Context: an optimization exercise on an open-source flow, tuned for small area, a short achievable clock period and few clock cycles per item. The choices shown serve that exercise and are no tape-out recipe. Power figures rest on the tool's default switching activity, not on a simulated workload.

==> v29: inputs <==
==> flow/design.v <==
`timescale 1ns/1ps
package rv_exec_pkg;
  localparam logic [6:0] opc_op     = 7'b0110011;   
  localparam logic [6:0] opc_op_imm = 7'b0010011;   
  localparam logic [6:0] opc_lui    = 7'b0110111;
  localparam logic [6:0] opc_auipc  = 7'b0010111;
  localparam logic [6:0] opc_branch = 7'b1100011;
  localparam logic [6:0] opc_jal    = 7'b1101111;
  localparam logic [6:0] opc_jalr   = 7'b1100111;
  localparam logic [6:0] opc_system = 7'b1110011;   
  localparam logic [31:0] ebreak_word = 32'h00100073;
  localparam logic [6:0] f7_base = 7'b0000000;
  localparam logic [6:0] f7_alt  = 7'b0100000;   
endpackage
`timescale 1ns/1ps
module exec_decode (
  input  logic [31:0] i_instr,
  output logic        o_is_branch,
  output logic        o_is_jal,
  output logic        o_is_jalr,
  output logic        o_is_lui,
  output logic        o_is_auipc,
  output logic        o_writes,
  output logic        o_illegal,
  output logic        o_halt
);
  logic [6:0] opc;
  logic [2:0] f3;
  logic [6:0] f7;
  logic       is_op;
  logic       is_op_imm;
  logic       is_system;
  assign opc = i_instr[6:0];
  assign f3  = i_instr[14:12];
  assign f7  = i_instr[31:25];
  assign is_op       = opc == rv_exec_pkg::opc_op;
  assign is_op_imm   = opc == rv_exec_pkg::opc_op_imm;
  assign o_is_lui    = opc == rv_exec_pkg::opc_lui;
  assign o_is_auipc  = opc == rv_exec_pkg::opc_auipc;
  assign o_is_branch = opc == rv_exec_pkg::opc_branch;
  assign o_is_jal    = opc == rv_exec_pkg::opc_jal;
  assign o_is_jalr   = opc == rv_exec_pkg::opc_jalr;
  assign is_system   = opc == rv_exec_pkg::opc_system;
  assign o_halt   = i_instr == rv_exec_pkg::ebreak_word;
  assign o_writes = is_op | is_op_imm | o_is_lui | o_is_auipc | o_is_jal | o_is_jalr;
  always_comb begin
    o_illegal = 1'b0;
    if (is_op)
      o_illegal = !(f7 == rv_exec_pkg::f7_base ||
                    (f7 == rv_exec_pkg::f7_alt && (f3 == 3'd0 || f3 == 3'd5)));
    else if (is_op_imm)
      o_illegal = (f3 == 3'd1 && f7 != rv_exec_pkg::f7_base) ||
                  (f3 == 3'd5 && f7 != rv_exec_pkg::f7_base && f7 != rv_exec_pkg::f7_alt);
    else if (o_is_branch)
      o_illegal = f3[2:1] == 2'b01;
    else if (o_is_jalr)
      o_illegal = f3 != 3'd0;
    else if (is_system)
      o_illegal = !o_halt;
    else if (!(o_is_lui || o_is_auipc || o_is_jal))
      o_illegal = 1'b1;
  end
endmodule
`timescale 1ns/1ps
module exec_add #(
  parameter int W = 32
) (
  input  logic [W-1:0] i_a,
  input  logic [W-1:0] i_b,
  input  logic         i_cin,
  output logic [W-1:0] o_sum
);
  localparam int L = $clog2(W);
  logic [W-1:0] g [0:L];
  logic [W-1:0] p [0:L];
  always_comb begin
    g[0] = i_a & i_b;
    p[0] = i_a ^ i_b;
    g[0][0] = g[0][0] | (p[0][0] & i_cin);
    for (int l = 0; l < L; l++) begin
      for (int i = 0; i < W; i++) begin
        if (((i >> l) & 1) == 1) begin
          g[l+1][i] = g[l][i] | (p[l][i] & g[l][((i >> l) << l) - 1]);
          p[l+1][i] = p[l][i] & p[l][((i >> l) << l) - 1];
        end else begin
          g[l+1][i] = g[l][i];
          p[l+1][i] = p[l][i];
        end
      end
    end
  end
  assign o_sum = p[0] ^ {g[L][W-2:0], i_cin};
endmodule
module exec_cmp (
  input  logic [31:0] i_a,
  input  logic [31:0] i_b,
  output logic        o_eq,
  output logic        o_ltu,
  output logic        o_lt
);
  logic [31:0] lt [0:5];
  logic [31:0] eq [0:5];
  logic        ltu_low;
  logic        eq_low;
  always_comb begin
    lt[0] = ~i_a & i_b;
    eq[0] = ~(i_a ^ i_b);
    lt[0][31] = 1'b0;
    eq[0][31] = 1'b1;
    for (int l = 0; l < 5; l++) begin
      for (int i = 0; i < 32; i++) begin
        if (((i >> l) & 1) == 1) begin
          lt[l+1][i] = lt[l][i] | (eq[l][i] & lt[l][((i >> l) << l) - 1]);
          eq[l+1][i] = eq[l][i] & eq[l][((i >> l) << l) - 1];
        end else begin
          lt[l+1][i] = lt[l][i];
          eq[l+1][i] = eq[l][i];
        end
      end
    end
  end
  assign ltu_low = lt[5][30];
  assign eq_low  = eq[5][30];
  assign o_eq    = eq_low & (i_a[31] == i_b[31]);
  assign o_ltu   = (i_a[31] == i_b[31]) ? ltu_low : i_b[31];
  assign o_lt    = (i_a[31] == i_b[31]) ? ltu_low : i_a[31];
endmodule
module exec_alu (
  input  logic [31:0] i_instr,
  input  logic [31:0] i_rs1,
  input  logic [31:0] i_rs2,
  output logic [31:0] o_result,
  output logic        o_cond
);
  logic [2:0]  f3;
  logic [31:0] imm_i;
  logic [31:0] op_b;
  logic        use_rs2;
  logic        sub;
  logic [31:0] sum;
  logic        ltu;
  logic        lt;
  logic        eq;
  logic        left;
  logic [31:0] sh_in;
  logic [31:0] sh_out;
  logic [31:0] sll_res;
  logic [32:0] sh_wide;
  logic [31:0] rs1_rev;
  assign f3      = i_instr[14:12];
  assign imm_i   = {{20{i_instr[31]}}, i_instr[31:20]};
  assign use_rs2 = i_instr[5] & ~i_instr[2];
  assign op_b    = use_rs2 ? i_rs2 : imm_i;
  assign sub = i_instr[5] & i_instr[30];
  exec_add #(.W(32)) exec_add_inst (
    .i_a   (i_rs1),
    .i_b   (op_b ^ {32{sub}}),
    .i_cin (sub),
    .o_sum (sum)
  );
  exec_cmp exec_cmp_inst (
    .i_a   (i_rs1),
    .i_b   (op_b),
    .o_eq  (eq),
    .o_ltu (ltu),
    .o_lt  (lt)
  );
  always_comb begin
    for (int k = 0; k < 32; k++) begin
      rs1_rev[k] = i_rs1[31 - k];
      sll_res[k] = sh_out[31 - k];
    end
  end
  assign left    = ~f3[2];
  assign sh_in   = left ? rs1_rev : i_rs1;
  assign sh_wide = $signed({i_instr[30] & ~left & i_rs1[31], sh_in}) >>> op_b[4:0];
  assign sh_out  = sh_wide[31:0];
  always_comb begin
    case (f3)
      3'd0: o_result = sum;
      3'd1: o_result = sll_res;
      3'd2: o_result = {31'd0, lt};
      3'd3: o_result = {31'd0, ltu};
      3'd4: o_result = i_rs1 ^ op_b;
      3'd5: o_result = sh_out;
      3'd6: o_result = i_rs1 | op_b;
      default: o_result = i_rs1 & op_b;
    endcase
  end
  assign o_cond = (f3[2] ? (f3[1] ? ltu : lt) : eq) ^ f3[0];
endmodule
`timescale 1ns/1ps
module exec_branch (
  input  logic [31:0] i_instr,
  input  logic [31:0] i_pc,
  input  logic [31:0] i_rs1,
  output logic [31:0] o_sum,    
  output logic [31:0] o_link    
);
  logic [31:0] imm;
  logic [31:0] base;
  logic        base_rs1;
  logic        base_zero;
  logic [29:0] run [0:5];   
  always_comb begin
    if (i_instr[3])
      imm = {{12{i_instr[31]}}, i_instr[19:12], i_instr[20], i_instr[30:21], 1'b0};
    else if (i_instr[6] & i_instr[2])
      imm = {{20{i_instr[31]}}, i_instr[31:20]};
    else if (i_instr[6])
      imm = {{20{i_instr[31]}}, i_instr[7], i_instr[30:25], i_instr[11:8], 1'b0};
    else
      imm = {i_instr[31:12], 12'b0};
  end
  assign base_rs1  = i_instr[6] & i_instr[2] & ~i_instr[3];
  assign base_zero = ~i_instr[6] & i_instr[5];   
  assign base      = base_rs1 ? i_rs1 : (base_zero ? 32'd0 : i_pc);
  exec_add #(.W(32)) exec_add_inst (
    .i_a   (base),
    .i_b   (imm),
    .i_cin (1'b0),
    .o_sum (o_sum)
  );
  always_comb begin
    run[0] = i_pc[31:2];
    for (int l = 0; l < 5; l++) begin
      for (int i = 0; i < 30; i++) begin
        if (((i >> l) & 1) == 1) run[l+1][i] = run[l][i] & run[l][((i >> l) << l) - 1];
        else run[l+1][i] = run[l][i];
      end
    end
  end
  assign o_link = {i_pc[31:3] ^ run[5][28:0], ~i_pc[2], i_pc[1:0]};
endmodule
`timescale 1ns/1ps
module exec_retire (
  input  logic [31:0] i_instr,
  input  logic [31:0] i_pc,
  input  logic [31:0] i_rs1,
  input  logic [31:0] i_rs2,
  output logic [31:0] o_next_pc,
  output logic        o_rd_write,   
  output logic [31:0] o_rd_data,
  output logic        o_trap,
  output logic        o_halt
);
  logic        is_branch;
  logic        is_jal;
  logic        is_jalr;
  logic        is_lui;
  logic        is_auipc;
  logic        writes;
  logic        illegal;
  logic [31:0] alu;
  logic        cond;
  logic [31:0] sum;
  logic [31:0] link;
  logic        taken;
  logic        misaligned;
  exec_decode exec_decode_inst (
    .i_instr     (i_instr),
    .o_is_branch (is_branch),
    .o_is_jal    (is_jal),
    .o_is_jalr   (is_jalr),
    .o_is_lui    (is_lui),
    .o_is_auipc  (is_auipc),
    .o_writes    (writes),
    .o_illegal   (illegal),
    .o_halt      (o_halt)
  );
  exec_alu exec_alu_inst (
    .i_instr  (i_instr),
    .i_rs1    (i_rs1),
    .i_rs2    (i_rs2),
    .o_result (alu),
    .o_cond   (cond)
  );
  exec_branch exec_branch_inst (
    .i_instr (i_instr),
    .i_pc    (i_pc),
    .i_rs1   (i_rs1),
    .o_sum   (sum),
    .o_link  (link)
  );
  assign taken      = is_jal | is_jalr | (is_branch & cond);
  assign misaligned = taken & sum[1];
  assign o_trap     = illegal | misaligned;
  assign o_next_pc  = (taken & ~o_trap) ? {sum[31:1], sum[0] & ~is_jalr} : link;
  assign o_rd_write = writes & ~o_trap;
  always_comb begin
    if (is_lui | is_auipc) o_rd_data = sum;
    else if (is_jal | is_jalr) o_rd_data = link;
    else o_rd_data = alu;
  end
endmodule
`timescale 1ns/1ps
module rv_exec_top (
  input  logic        i_clk,
  input  logic        i_rst,
  input  logic        i_in_valid,
  output logic        o_in_ready,
  input  logic [31:0] i_in_instr,
  input  logic [31:0] i_in_pc,
  input  logic [31:0] i_in_rs1_data,
  input  logic [31:0] i_in_rs2_data,
  output logic        o_out_valid,
  input  logic        i_out_ready,
  output logic [31:0] o_out_instr,
  output logic [31:0] o_out_pc,
  output logic [31:0] o_out_next_pc,
  output logic [4:0]  o_out_rd_addr,
  output logic [31:0] o_out_rd_data,
  output logic        o_out_trap,
  output logic        o_out_halt
);
  logic        advance;
  logic [31:0] next_pc_d;
  logic        rd_write_d;
  logic [31:0] rd_data_d;
  logic        trap_d;
  logic        halt_d;
  logic        rd_write_q;
  assign advance    = !o_out_valid | i_out_ready;
  assign o_in_ready = advance;
  exec_retire exec_retire_inst (
    .i_instr    (i_in_instr),
    .i_pc       (i_in_pc),
    .i_rs1      (i_in_rs1_data),
    .i_rs2      (i_in_rs2_data),
    .o_next_pc  (next_pc_d),
    .o_rd_write (rd_write_d),
    .o_rd_data  (rd_data_d),
    .o_trap     (trap_d),
    .o_halt     (halt_d)
  );
  always_ff @(posedge i_clk) begin
    if (i_rst) o_out_valid <= 1'b0;
    else if (advance) o_out_valid <= i_in_valid;
  end
  always_ff @(posedge i_clk) begin
    if (advance) begin   
      o_out_instr   <= i_in_instr;
      o_out_pc      <= i_in_pc;
      o_out_next_pc <= next_pc_d;
      rd_write_q    <= rd_write_d;
      o_out_rd_data <= rd_data_d;
      o_out_trap    <= trap_d;
      o_out_halt    <= halt_d;
    end
  end
  assign o_out_rd_addr = rd_write_q ? o_out_instr[11:7] : 5'd0;
endmodule
`timescale 1ns/1ps
module rv_exec (
  input  logic        i_clk,
  input  logic        i_rst,
  input  logic        i_in_valid,
  output logic        o_in_ready,
  input  logic [31:0] i_in_instr,
  input  logic [31:0] i_in_pc,
  input  logic [31:0] i_in_rs1_data,
  input  logic [31:0] i_in_rs2_data,
  output logic        o_out_valid,
  input  logic        i_out_ready,
  output logic [31:0] o_out_instr,
  output logic [31:0] o_out_pc,
  output logic [31:0] o_out_next_pc,
  output logic [4:0]  o_out_rd_addr,
  output logic [31:0] o_out_rd_data,
  output logic        o_out_trap,
  output logic        o_out_halt
);
  rv_exec_top rv_exec_top_inst (
    .i_clk         (i_clk),
    .i_rst         (i_rst),
    .i_in_valid    (i_in_valid),
    .o_in_ready    (o_in_ready),
    .i_in_instr    (i_in_instr),
    .i_in_pc       (i_in_pc),
    .i_in_rs1_data (i_in_rs1_data),
    .i_in_rs2_data (i_in_rs2_data),
    .o_out_valid   (o_out_valid),
    .i_out_ready   (i_out_ready),
    .o_out_instr   (o_out_instr),
    .o_out_pc      (o_out_pc),
    .o_out_next_pc (o_out_next_pc),
    .o_out_rd_addr (o_out_rd_addr),
    .o_out_rd_data (o_out_rd_data),
    .o_out_trap    (o_out_trap),
    .o_out_halt    (o_out_halt)
  );
endmodule
==> flow/run.sh <==
#!/bin/bash
# synth_recipe.tcl (not shown) runs the flow's synth.tcl, then flattens the netlist and writes it again
# the make line also repeats each setting of config.mk as NAME=value (left out here)
make -C /OpenROAD-flow-scripts/flow DESIGN_CONFIG=/design/flow/config.mk WORK_HOME=/design/flow/orfs CLKGATE_MAP_FILE= SYNTH_SCRIPT=/design/flow/synth_recipe.tcl finish
==> flow/config.mk <==
export PLATFORM = sky130hd
export DESIGN_NAME = rv_exec
export DESIGN_NICKNAME = rv_exec
export VERILOG_FILES = /design/flow/design.v
export SDC_FILE = /design/flow/constraint.sdc
export NUM_CORES = 4
export LEC_CHECK = 0
export CAP_MARGIN = 20
export CORE_MARGIN = 2
export CORE_UTILIZATION = 40
export SLEW_MARGIN = 20
==> flow/constraint.sdc <==
create_clock -name core_clock -period 4.2 [get_ports {i_clk}]
set_input_delay 0.8400 -clock core_clock [delete_from_list [all_inputs] [get_ports {i_clk}]]
set_output_delay 0.8400 -clock core_clock [all_outputs]
set_load 0.01 [all_outputs]
==> v5 (differences from v29) <==
==> flow/design.v, changed modules only <==
module exec_alu (
  input  logic [31:0] i_instr,
  input  logic [31:0] i_rs1,
  input  logic [31:0] i_rs2,
  output logic [31:0] o_result,
  output logic [31:0] o_sum,
  output logic        o_cond
);
  logic [2:0]  f3;
  logic [31:0] imm_i;
  logic [31:0] op_b;
  logic        use_rs2;
  logic        is_branch;
  logic        sub;
  logic        carry;
  logic        ltu;
  logic        lt;
  logic        eq;
  logic [31:0] x;
  logic        left;
  logic [31:0] sh_in;
  logic [31:0] sh_out;
  logic [31:0] sll_res;
  logic [32:0] sh_wide;
  logic [31:0] rs1_rev;
  assign f3        = i_instr[14:12];
  assign imm_i     = {{20{i_instr[31]}}, i_instr[31:20]};
  assign use_rs2   = i_instr[5] & ~i_instr[2];
  assign is_branch = i_instr[6] & ~i_instr[2];
  assign op_b      = use_rs2 ? i_rs2 : imm_i;
  assign sub = is_branch | (~i_instr[6] & ((f3[2:1] == 2'b01) |
                                          (i_instr[5] & i_instr[30] & (f3 == 3'b000))));
  assign {carry, o_sum} = {1'b0, i_rs1} + {1'b0, op_b ^ {32{sub}}} + {32'd0, sub};
  assign ltu = ~carry;
  assign lt  = (i_rs1[31] ^ op_b[31]) ? i_rs1[31] : ltu;
  assign x   = i_rs1 ^ op_b;
  assign eq  = ~|x;
  always_comb begin
    for (int k = 0; k < 32; k++) begin
      rs1_rev[k] = i_rs1[31 - k];
      sll_res[k] = sh_out[31 - k];
    end
  end
  assign left    = ~f3[2];
  assign sh_in   = left ? rs1_rev : i_rs1;
  assign sh_wide = $signed({i_instr[30] & ~left & i_rs1[31], sh_in}) >>> op_b[4:0];
  assign sh_out  = sh_wide[31:0];
  always_comb begin
    case (f3)
      3'd0: o_result = o_sum;
      3'd1: o_result = sll_res;
      3'd2: o_result = {31'd0, lt};
      3'd3: o_result = {31'd0, ltu};
      3'd4: o_result = x;
      3'd5: o_result = sh_out;
      3'd6: o_result = i_rs1 | op_b;
      default: o_result = i_rs1 & op_b;
    endcase
  end
  assign o_cond = (f3[2] ? (f3[1] ? ltu : lt) : eq) ^ f3[0];
endmodule
module exec_branch (
  input  logic [31:0] i_instr,
  input  logic [31:0] i_pc,
  input  logic [31:0] i_sum,      
  input  logic        i_cond,
  input  logic        i_is_branch,
  input  logic        i_is_jal,
  input  logic        i_is_jalr,
  output logic [31:0] o_pc_rel,   
  output logic [31:0] o_link,     
  output logic [31:0] o_target,
  output logic        o_taken,
  output logic        o_misaligned
);
  logic [31:0] imm;
  logic        tgt1;
  always_comb begin
    if (i_instr[3])
      imm = {{12{i_instr[31]}}, i_instr[19:12], i_instr[20], i_instr[30:21], 1'b0};
    else if (i_instr[6])
      imm = {{20{i_instr[31]}}, i_instr[7], i_instr[30:25], i_instr[11:8], 1'b0};
    else
      imm = {i_instr[31:12], 12'b0};
  end
  assign o_pc_rel = i_pc + imm;
  assign o_link   = i_pc + 32'd4;
  assign o_target = i_is_jalr ? {i_sum[31:1], 1'b0} : o_pc_rel;
  assign o_taken  = i_is_jal | i_is_jalr | (i_is_branch & i_cond);
  assign tgt1         = i_is_jalr ? i_sum[1] : (i_pc[1] ^ imm[1]);
  assign o_misaligned = o_taken & tgt1;
endmodule
module exec_retire (
  input  logic [31:0] i_instr,
  input  logic [31:0] i_pc,
  input  logic [31:0] i_rs1,
  input  logic [31:0] i_rs2,
  output logic [31:0] o_next_pc,
  output logic        o_rd_write,   
  output logic [31:0] o_rd_data,
  output logic        o_trap,
  output logic        o_halt
);
  logic        is_branch;
  logic        is_jal;
  logic        is_jalr;
  logic        is_lui;
  logic        is_auipc;
  logic        writes;
  logic        illegal;
  logic [31:0] alu;
  logic [31:0] sum;
  logic        cond;
  logic [31:0] pc_rel;
  logic [31:0] link;
  logic [31:0] target;
  logic        taken;
  logic        misaligned;
  exec_decode exec_decode_inst (
    .i_instr     (i_instr),
    .o_is_branch (is_branch),
    .o_is_jal    (is_jal),
    .o_is_jalr   (is_jalr),
    .o_is_lui    (is_lui),
    .o_is_auipc  (is_auipc),
    .o_writes    (writes),
    .o_illegal   (illegal),
    .o_halt      (o_halt)
  );
  exec_alu exec_alu_inst (
    .i_instr  (i_instr),
    .i_rs1    (i_rs1),
    .i_rs2    (i_rs2),
    .o_result (alu),
    .o_sum    (sum),
    .o_cond   (cond)
  );
  exec_branch exec_branch_inst (
    .i_instr      (i_instr),
    .i_pc         (i_pc),
    .i_sum        (sum),
    .i_cond       (cond),
    .i_is_branch  (is_branch),
    .i_is_jal     (is_jal),
    .i_is_jalr    (is_jalr),
    .o_pc_rel     (pc_rel),
    .o_link       (link),
    .o_target     (target),
    .o_taken      (taken),
    .o_misaligned (misaligned)
  );
  assign o_trap     = illegal | misaligned;
  assign o_next_pc  = (taken & ~o_trap) ? target : link;
  assign o_rd_write = writes & ~o_trap;
  always_comb begin
    if (is_lui) o_rd_data = {i_instr[31:12], 12'b0};
    else if (is_auipc) o_rd_data = pc_rel;
    else if (is_jal | is_jalr) o_rd_data = link;
    else o_rd_data = alu;
  end
endmodule
// module exec_add removed
// module exec_cmp removed
==> qor summary <==
| metric | v29 | v5 |
|---|---|---|
| Result of the run | failed layout checks | failed layout checks |
| Reasons for failing layout checks | negative setup slack | negative setup slack |
| Setup WS post-layout | -0.0272 ns | -0.191 ns |
| Area share of the largest cell type after synthesis | 25.6% | 25.8% |
| Total power draw | 6660 µW | 7750 µW |
| Worst R2R Setup Slack | 2.77 ns | 2.49 ns |
| PwrDens | 273 nW/µm² | 310 nW/µm² |
| Number of signal-net buffers in the layout | 866 | 914 |
| Ratio of routed vias to standard cells | 5.86 | 5.94 |
| Worst slack, placed | -1.11 ns | -1.64 ns |
| First-pass GRT wire length | 115000 µm | 117000 µm |
| Die Y | 200 µm | 199 µm |
| Via count | 17800 | 18900 |
| Worst-Margin Slew | 1.12 ns | 0.766 ns |
| Post-route insts no fill | 3042 | 3181 |
| Die Width | 200 µm | 199 µm |
| M2 GR Usage | 63.4% | 64.8% |
| Final Core Density | 64.6% | 66.4% |
| Area fraction in compound gates after synthesis | 20.9% | 23.6% |
| Yosys warning count | 12 | 5 |
| Hold WS | 0.812 ns | 0.619 ns |
No functional check of the RTL was part of any run of this note.

[afterwards: timing with drivers on the ports]
Ports are ideal in the flow. The routed layouts listed here were re-timed in OpenROAD.
Step 1, drivers: a clkbuf_16 drives i_clk and a buf_2 each remaining input, both assumed.
Step 2, shift: input delay + t, output delay - t, t = (earliest + latest rising clock arrival at the registers) / 2. This alone moves slack from input paths to output paths.
Slacks: ideal ports / drivers / drivers and shift; pairs: ideal ports / drivers.
run	t, ns	slack for setup (ns)	worst data-port slew with drivers (ns)
v29	0.502	-0.027 / -0.009 / -0.511	0.06
v5	0.491	-0.191 / -0.175 / -0.667	0.09
The setup slack of v29, which loses most, moves by +0.018 ns with the drivers and by -0.484 ns with both steps.
